Context: an optimization exercise on an open-source flow, tuned for small area, a short achievable clock period and few clock cycles per item. The choices shown serve that exercise and are no tape-out recipe. Only simulation tests tie the RTL to the original design; equivalence was not proved.

==> flow/design.v <==
package fpalu_pkg;
	localparam int FIELD_BITS    = 32;
	localparam int OP_BITS       = 3;
	localparam int FRAC_BITS_DEF = 8;
	localparam int WORD_BITS_DEF = 32;
	typedef enum logic [OP_BITS-1:0] {
		OP_ADD = 3'd0,
		OP_SUB = 3'd1,
		OP_MUL = 3'd2,
		OP_DIV = 3'd3,
		OP_MIN = 3'd4,
		OP_MAX = 3'd5
	} op_t;
	typedef struct packed {
		logic [OP_BITS-1:0]           operation;
		logic signed [FIELD_BITS-1:0] operand_a;
		logic signed [FIELD_BITS-1:0] operand_b;
	} in_item_t;
	typedef struct packed {
		logic signed [FIELD_BITS-1:0] result;
		logic                         a_less;
		logic                         a_equal;
		logic                         a_greater;
		logic                         divide_by_zero;
	} out_item_t;
	typedef struct packed {
		logic               valid;
		logic [OP_BITS-1:0] op;
		logic               a_less;
		logic               a_equal;
		logic               a_greater;
		logic               div_zero;
		logic               neg;
	} ctrl_t;
endpackage
module fixed_point_q24_8_alu_unit #(
	parameter int WORD_BITS = fpalu_pkg::WORD_BITS_DEF,
	parameter int FRAC_BITS = fpalu_pkg::FRAC_BITS_DEF
) (
	input  logic      clk,
	input  logic      arst_n,
	input  logic      req_valid,
	output logic      req_ready,
	input  fpalu_pkg::in_item_t  req,
	output logic      rsp_valid,
	input  logic      rsp_ready,
	output fpalu_pkg::out_item_t rsp
);
	localparam logic [1:0] ST_FIRST = 2'd0;
	localparam logic [1:0] ST_ITER  = 2'd2;
	localparam logic [1:0] ST_FIN   = 2'd3;
	logic        e_valid;
	logic [1:0]  e_st;
	logic [2:0]  e_op;
	logic [31:0] ea, eb;      
	logic [7:0]  sl, cl;      
	logic [30:0] xr;          
	logic        bx;          
	logic [39:0] xs;          
	logic [5:0]  cnt;
	logic [5:0]  sh_q;        
	logic        qz_q;        
	logic        m_prev;
	logic        m_swap;      
	logic        f_lt, f_eq, f_gt, f_dz, f_neg;
	fpalu_pkg::out_item_t out_q, item;
	logic        out_valid_q;
	logic        is_div, is_mul, first, done, push, adv, can_push;
	assign is_div = (e_op == fpalu_pkg::OP_DIV);
	assign is_mul = (e_op == fpalu_pkg::OP_MUL);
	logic        e_first;
	assign first  = e_first;
	assign done   = (first && !is_div && !is_mul) || (e_st == ST_FIN) || (is_div && e_st == ST_ITER && cnt == 6'd38);
	assign can_push = ~out_valid_q | rsp_ready;
	assign adv    = ~(e_valid & done) | can_push;
	assign push   = e_valid & done & can_push;
	assign req_ready = ~e_valid | (done & can_push);
	logic [39:0] sum;
	assign sum   = {ea, sl} + {eb, cl};
	logic [32:0] trial, dx;
	logic [33:0] dif;
	assign trial = {xr, xs[39:38]};
	assign dx    = first ? {1'b0, ea} : trial;
	assign dif   = {1'b0, dx} - {2'b0, eb};
	logic lt, eq, gt;
	assign lt = (ea[31] ^ eb[31]) ? ea[31] : dif[33];
	assign eq = ea == eb;
	assign gt = ~lt & ~eq;
	logic flt, fgt;
	assign flt = m_swap ? gt : lt;
	assign fgt = m_swap ? lt : gt;
	function automatic logic [5:0] lz32(input logic [31:0] v);
		logic [15:0]      v1;
		logic [15:0][0:0] c1;
		logic [7:0]       v2;
		logic [7:0][1:0]  c2;
		logic [3:0]       v3;
		logic [3:0][2:0]  c3;
		logic [1:0]       v4;
		logic [1:0][3:0]  c4;
		logic [4:0]       c5;
		for (int i = 0; i < 16; i++) begin
			v1[i] = v[2*i+1] | v[2*i];
			c1[i] = ~v[2*i+1];
		end
		for (int i = 0; i < 8; i++) begin
			v2[i] = v1[2*i+1] | v1[2*i];
			c2[i] = v1[2*i+1] ? {1'b0, c1[2*i+1]} : {1'b1, c1[2*i]};
		end
		for (int i = 0; i < 4; i++) begin
			v3[i] = v2[2*i+1] | v2[2*i];
			c3[i] = v2[2*i+1] ? {1'b0, c2[2*i+1]} : {1'b1, c2[2*i]};
		end
		for (int i = 0; i < 2; i++) begin
			v4[i] = v3[2*i+1] | v3[2*i];
			c4[i] = v3[2*i+1] ? {1'b0, c3[2*i+1]} : {1'b1, c3[2*i]};
		end
		c5 = v4[1] ? {1'b0, c4[1]} : {1'b1, c4[0]};
		lz32 = (v4[1] | v4[0]) ? {1'b0, c5} : 6'd32;
	endfunction
	logic [31:0] abs_a, abs_b;
	logic        qzero;
	logic [5:0]  lza_req, lzb_req;
	logic [6:0]  sht;
	logic        qz_req;
	logic [5:0]  sh_req;
	assign lza_req = lz32(req.operand_a[31] ? {~req.operand_a[30:0], 1'b1} : req.operand_a);
	assign lzb_req = lz32(req.operand_b ^ {32{req.operand_b[31]}});
	assign sht     = {1'b0, lza_req} + {1'b0, ~lzb_req};    
	assign qz_req  = sht > 7'd71;                            
	assign sh_req  = (sht < 7'd32) ? 6'd0 : {sht[5:1] - 5'd16, 1'b0};
	assign qzero   = qz_q;
	assign abs_a   = ea[31] ? (~ea + 32'd1) : ea;
	assign abs_b   = eb[31] ? (~eb + 32'd1) : eb;
	logic [70:0] dshift;
	assign dshift = {31'd0, abs_a, 8'd0} << sh_q;
	logic [32:0] b3;
	logic [33:0] dif2, dif3;
	logic [1:0]  qd;
	logic [30:0] rem4;
	assign dif2 = {1'b0, trial} - {1'b0, eb, 1'b0};
	assign dif3 = {1'b0, trial} - {1'b0, b3};
	assign qd   = !dif3[33] ? 2'd3 : !dif2[33] ? 2'd2 : !dif[33] ? 2'd1 : 2'd0;
	always_comb begin
		case (qd)
			2'd3:    rem4 = dif3[30:0];
			2'd2:    rem4 = dif2[30:0];
			2'd1:    rem4 = dif[30:0];
			default: rem4 = trial[30:0];
		endcase
	end
	logic       swap_req;
	assign swap_req = (req.operation == fpalu_pkg::OP_MUL) && (lza_req > lzb_req);
	logic [39:0] ma, ms, mc, x0, x1, pp0, pp1s, s1, c1, c1s, s2, c2, c2s;
	logic [31:0] mb;
	logic        bprev;
	logic        n0, o0, t0, n1, o1, t1;
	logic        mdone;
	assign ma    = first ? {{8{ea[31]}}, ea} : xs;
	assign mb    = first ? eb : {xr, bx};
	assign ms    = first ? 40'd0 : {ea, sl};
	assign mc    = first ? 40'd0 : {eb, cl};
	assign bprev = first ? 1'b0 : m_prev;
	assign n0 = mb[1] & ~(mb[0] & bprev);
	assign o0 = mb[0] ^ bprev;
	assign t0 = (mb[1] & ~mb[0] & ~bprev) | (~mb[1] & mb[0] & bprev);
	assign n1 = mb[3] & ~(mb[2] & mb[1]);
	assign o1 = mb[2] ^ mb[1];
	assign t1 = (mb[3] & ~mb[2] & ~mb[1]) | (~mb[3] & mb[2] & mb[1]);
	assign x0 = {40{o0}} & ma | {40{t0}} & {ma[38:0], 1'b0};
	assign x1 = {40{o1}} & ma | {40{t1}} & {ma[38:0], 1'b0};
	assign pp0  = x0 ^ {40{n0}};
	assign pp1s = {x1[37:0] ^ {38{n1}}, n1, n1};
	assign s1  = ms ^ mc ^ pp0;
	assign c1  = (ms & mc) | (ms & pp0) | (mc & pp0);
	assign c1s = {c1[38:0], n0};
	assign s2  = s1 ^ c1s ^ pp1s;
	assign c2  = (s1 & c1s) | (s1 & pp1s) | (c1s & pp1s);
	assign c2s = {c2[38:0], n1};
	assign mdone = (mb[31:3] == '0) | (mb[31:3] == '1);
	logic [29:0] xs_neg;
	logic [31:0] q_signed;
	assign xs_neg   = ~xs[29:0] + 30'd1;
	assign q_signed = (e_st == ST_FIN) ? 32'd0 :
	                  !f_neg ? {xs[29:0], qd} :
	                  (qd != 2'd0) ? {~xs[29:0], 2'd0 - qd} : {xs_neg, 2'b00};
	always_comb begin
		item = '0;
		case (e_op)
			fpalu_pkg::OP_ADD, fpalu_pkg::OP_MUL: item.result = sum[39:8];
			fpalu_pkg::OP_SUB: item.result = dif[31:0];
			fpalu_pkg::OP_MIN: item.result = lt ? ea : eb;
			fpalu_pkg::OP_MAX: item.result = gt ? ea : eb;
			fpalu_pkg::OP_DIV: item.result = q_signed;
			default:           item.result = '0;
		endcase
		if (first) begin
			item.a_less    = flt;
			item.a_equal   = eq;
			item.a_greater = fgt;
		end else begin
			item.a_less    = f_lt;
			item.a_equal   = f_eq;
			item.a_greater = f_gt;
		end
		item.divide_by_zero = is_div & f_dz;
	end
	always_ff @(posedge clk or negedge arst_n) begin
		if (!arst_n) begin
			e_valid <= 1'b0;
			e_st    <= ST_FIRST;
			e_first <= 1'b1;
		end else if (adv) begin
			if (req_ready) begin
				e_valid <= req_valid;
				e_st    <= ST_FIRST;
				e_first <= 1'b1;
			end else begin
				e_first <= 1'b0;
				case (e_st)
					ST_FIRST: begin
						if (is_div) e_st <= (eb == '0 || qzero) ? ST_FIN : ST_ITER;
						else        e_st <= mdone ? ST_FIN : ST_ITER;
					end
					ST_ITER: begin
						if (is_div) e_st <= ST_ITER;
						else        e_st <= mdone ? ST_FIN : ST_ITER;
					end
					default: e_st <= ST_FIRST;
				endcase
			end
		end
	end
	always_ff @(posedge clk) begin
		if (adv) begin
			if (req_ready) begin
				e_op <= req.operation;
				ea     <= swap_req ? req.operand_b : req.operand_a;
				eb     <= swap_req ? req.operand_a : req.operand_b;
				sh_q   <= sh_req;
				qz_q   <= qz_req;
				m_swap <= swap_req;
				sl     <= '0;
				cl     <= '0;
			end else if (is_div) begin
				case (e_st)
					ST_FIRST: begin
						eb    <= abs_b;
						b3    <= {1'b0, abs_b} + {abs_b, 1'b0};
						cnt   <= sh_q;
						xr    <= dshift[70:40];
						xs    <= (eb == '0 || qzero) ? 40'd0 : dshift[39:0];
						f_lt  <= lt;
						f_eq  <= eq;
						f_gt  <= gt;
						f_dz  <= (eb == '0);
						f_neg <= ea[31] ^ eb[31];
					end
					ST_ITER: begin
						xr  <= rem4;
						xs  <= {xs[37:0], qd};
						cnt <= cnt + 6'd2;
					end
					default: ;
				endcase
			end else if (e_st != ST_FIN) begin
				if (first) begin
					f_lt  <= flt;
					f_eq  <= eq;
					f_gt  <= fgt;
					f_dz  <= 1'b0;
				end
				xs          <= {ma[35:0], 4'd0};
				{xr, bx}    <= {{4{mb[31]}}, mb[31:4]};
				m_prev      <= mb[3];
				{ea, sl}    <= s2;
				{eb, cl}    <= c2s;
			end
		end
	end
	always_ff @(posedge clk or negedge arst_n) begin
		if (!arst_n) begin
			out_valid_q <= 1'b0;
		end else if (can_push) begin
			out_valid_q <= push;
		end
	end
	always_ff @(posedge clk) begin
		if (push) out_q <= item;
	end
	assign rsp_valid = out_valid_q;
	assign rsp       = out_q;
endmodule
clock: 9.0 ns
lec_check: 0
cap_margin: 20
core_margin: 2
core_utilization: 45
place_density: 0.6
setup_slack_margin: 4
slew_margin: 20
run.sh (not shown) runs the stock make flow with config.mk's settings and CLKGATE_MAP_FILE= SYNTH_SCRIPT=/design/flow/synth_recipe.tcl, a recipe that flattens the netlist after the stock synthesis.
Testbench counts at the start, summed over its fixed seeds: cycles 83,188, items 32,000.
Rerun with:
--- a/flow/design.v
+++ b/flow/design.v
@@ -83,15 +83,12 @@
 	assign dx    = first ? {1'b0, ea} : trial;
 	assign dif   = {1'b0, dx} - {2'b0, eb};
 	logic lt, eq, gt;
 	assign lt = (ea[31] ^ eb[31]) ? ea[31] : dif[33];
 	assign eq = ea == eb;
 	assign gt = ~lt & ~eq;
-	logic flt, fgt;
-	assign flt = m_swap ? gt : lt;
-	assign fgt = m_swap ? lt : gt;
 	function automatic logic [5:0] lz32(input logic [31:0] v);
 		logic [15:0]      v1;
 		logic [15:0][0:0] c1;
 		logic [7:0]       v2;
 		logic [7:0][1:0]  c2;
 		logic [3:0]       v3;
@@ -127,16 +124,16 @@
 	assign lza_req = lz32(req.operand_a[31] ? {~req.operand_a[30:0], 1'b1} : req.operand_a);
 	assign lzb_req = lz32(req.operand_b ^ {32{req.operand_b[31]}});
 	assign sht     = {1'b0, lza_req} + {1'b0, ~lzb_req};    
 	assign qz_req  = sht > 7'd71;                            
 	assign sh_req  = (sht < 7'd32) ? 6'd0 : {sht[5:1] - 5'd16, 1'b0};
 	assign qzero   = qz_q;
-	assign abs_a   = ea[31] ? (~ea + 32'd1) : ea;
-	assign abs_b   = eb[31] ? (~eb + 32'd1) : eb;
+	assign abs_a   = req.operand_a[31] ? (~req.operand_a + 32'd1) : req.operand_a;
+	assign abs_b   = req.operand_b[31] ? (~req.operand_b + 32'd1) : req.operand_b;
 	logic [70:0] dshift;
-	assign dshift = {31'd0, abs_a, 8'd0} << sh_q;
+	assign dshift = {31'd0, xs[31:0], 8'd0} << sh_q;
 	logic [32:0] b3;
 	logic [33:0] dif2, dif3;
 	logic [1:0]  qd;
 	logic [30:0] rem4;
 	assign dif2 = {1'b0, trial} - {1'b0, eb, 1'b0};
 	assign dif3 = {1'b0, trial} - {1'b0, b3};
@@ -153,14 +150,17 @@
 	assign swap_req = (req.operation == fpalu_pkg::OP_MUL) && (lza_req > lzb_req);
 	logic [39:0] ma, ms, mc, x0, x1, pp0, pp1s, s1, c1, c1s, s2, c2, c2s;
 	logic [31:0] mb;
 	logic        bprev;
 	logic        n0, o0, t0, n1, o1, t1;
 	logic        mdone;
-	assign ma    = first ? {{8{ea[31]}}, ea} : xs;
-	assign mb    = first ? eb : {xr, bx};
+	logic [31:0] m0a, m0b;
+	assign m0a   = m_swap ? eb : ea;
+	assign m0b   = m_swap ? ea : eb;
+	assign ma    = first ? {{8{m0a[31]}}, m0a} : xs;
+	assign mb    = first ? m0b : {xr, bx};
 	assign ms    = first ? 40'd0 : {ea, sl};
 	assign mc    = first ? 40'd0 : {eb, cl};
 	assign bprev = first ? 1'b0 : m_prev;
 	assign n0 = mb[1] & ~(mb[0] & bprev);
 	assign o0 = mb[0] ^ bprev;
 	assign t0 = (mb[1] & ~mb[0] & ~bprev) | (~mb[1] & mb[0] & bprev);
@@ -192,27 +192,27 @@
 			fpalu_pkg::OP_MIN: item.result = lt ? ea : eb;
 			fpalu_pkg::OP_MAX: item.result = gt ? ea : eb;
 			fpalu_pkg::OP_DIV: item.result = q_signed;
 			default:           item.result = '0;
 		endcase
 		if (first) begin
-			item.a_less    = flt;
+			item.a_less    = lt;
 			item.a_equal   = eq;
-			item.a_greater = fgt;
+			item.a_greater = gt;
 		end else begin
 			item.a_less    = f_lt;
 			item.a_equal   = f_eq;
 			item.a_greater = f_gt;
 		end
 		item.divide_by_zero = is_div & f_dz;
 	end
 	always_ff @(posedge clk or negedge arst_n) begin
 		if (!arst_n) begin
 			e_valid <= 1'b0;
 			e_st    <= ST_FIRST;
-			e_first <= 1'b1;
+			e_first <= 1'b0;
 		end else if (adv) begin
 			if (req_ready) begin
 				e_valid <= req_valid;
 				e_st    <= ST_FIRST;
 				e_first <= 1'b1;
 			end else begin
@@ -232,24 +232,26 @@
 		end
 	end
 	always_ff @(posedge clk) begin
 		if (adv) begin
 			if (req_ready) begin
 				e_op <= req.operation;
-				ea     <= swap_req ? req.operand_b : req.operand_a;
-				eb     <= swap_req ? req.operand_a : req.operand_b;
+				ea     <= req.operand_a;
+				eb     <= req.operand_b;
+				xs     <= {8'd0, abs_a};
+				{xr, bx} <= abs_b;
 				sh_q   <= sh_req;
 				qz_q   <= qz_req;
 				m_swap <= swap_req;
 				sl     <= '0;
 				cl     <= '0;
 			end else if (is_div) begin
 				case (e_st)
 					ST_FIRST: begin
-						eb    <= abs_b;
-						b3    <= {1'b0, abs_b} + {abs_b, 1'b0};
+						eb    <= {xr, bx};
+						b3    <= {1'b0, xr, bx} + {xr, bx, 1'b0};
 						cnt   <= sh_q;
 						xr    <= dshift[70:40];
 						xs    <= (eb == '0 || qzero) ? 40'd0 : dshift[39:0];
 						f_lt  <= lt;
 						f_eq  <= eq;
 						f_gt  <= gt;
@@ -262,15 +264,15 @@
 						cnt <= cnt + 6'd2;
 					end
 					default: ;
 				endcase
 			end else if (e_st != ST_FIN) begin
 				if (first) begin
-					f_lt  <= flt;
+					f_lt  <= lt;
 					f_eq  <= eq;
-					f_gt  <= fgt;
+					f_gt  <= gt;
 					f_dz  <= 1'b0;
 				end
 				xs          <= {ma[35:0], 4'd0};
 				{xr, bx}    <= {{4{mb[31]}}, mb[31:4]};
 				m_prev      <= mb[3];
 				{ea, sl}    <= s2;
Synthesized cell count shrinks by about 2.5%.
Routed wire length falls by about 10%.
Cell count shrinks by 3.0%.
Via count shrinks by 5.6%.
Design area shrinks by about 1.4%.
Testbench counts after the change, summed over its fixed seeds: cycles 83,188, items 32,000.

## port drivers added, routing unchanged
In the flow no input, the clock included, has a driving cell. The finished layouts below were timed again as built, in two steps. Step 1, drivers: a clkbuf_16 drives clk and a buf_2 each remaining input, both assumed. Step 2 adds t to the input delays and takes it off the output delays; t is the mean of the earliest and latest rising clock arrival at the registers after step 1. Input paths then give back, and output paths get back, about the clock's delay inside the block. Three values: ideal, step 1, step 2; two values: the first two.
| run | shift t [ns] | slack for setup (ns) | hold WS [ns] | worst slew at a driven data input, ns |
|---|---|---|---|---|
| the first run | 0.649 | 3.964 / 3.964 / 3.474 | 0.575 / 0.575 / 0.575 | 0.09 |
| the second run | 0.643 | 3.189 / 3.189 / 3.189 | 0.523 / 0.523 / 0.523 | 0.06 |
After both steps every run listed still meets setup and hold. The setup slack of the first run, which loses most, moves by 0.000 ns with the drivers and by -0.490 ns with both steps.
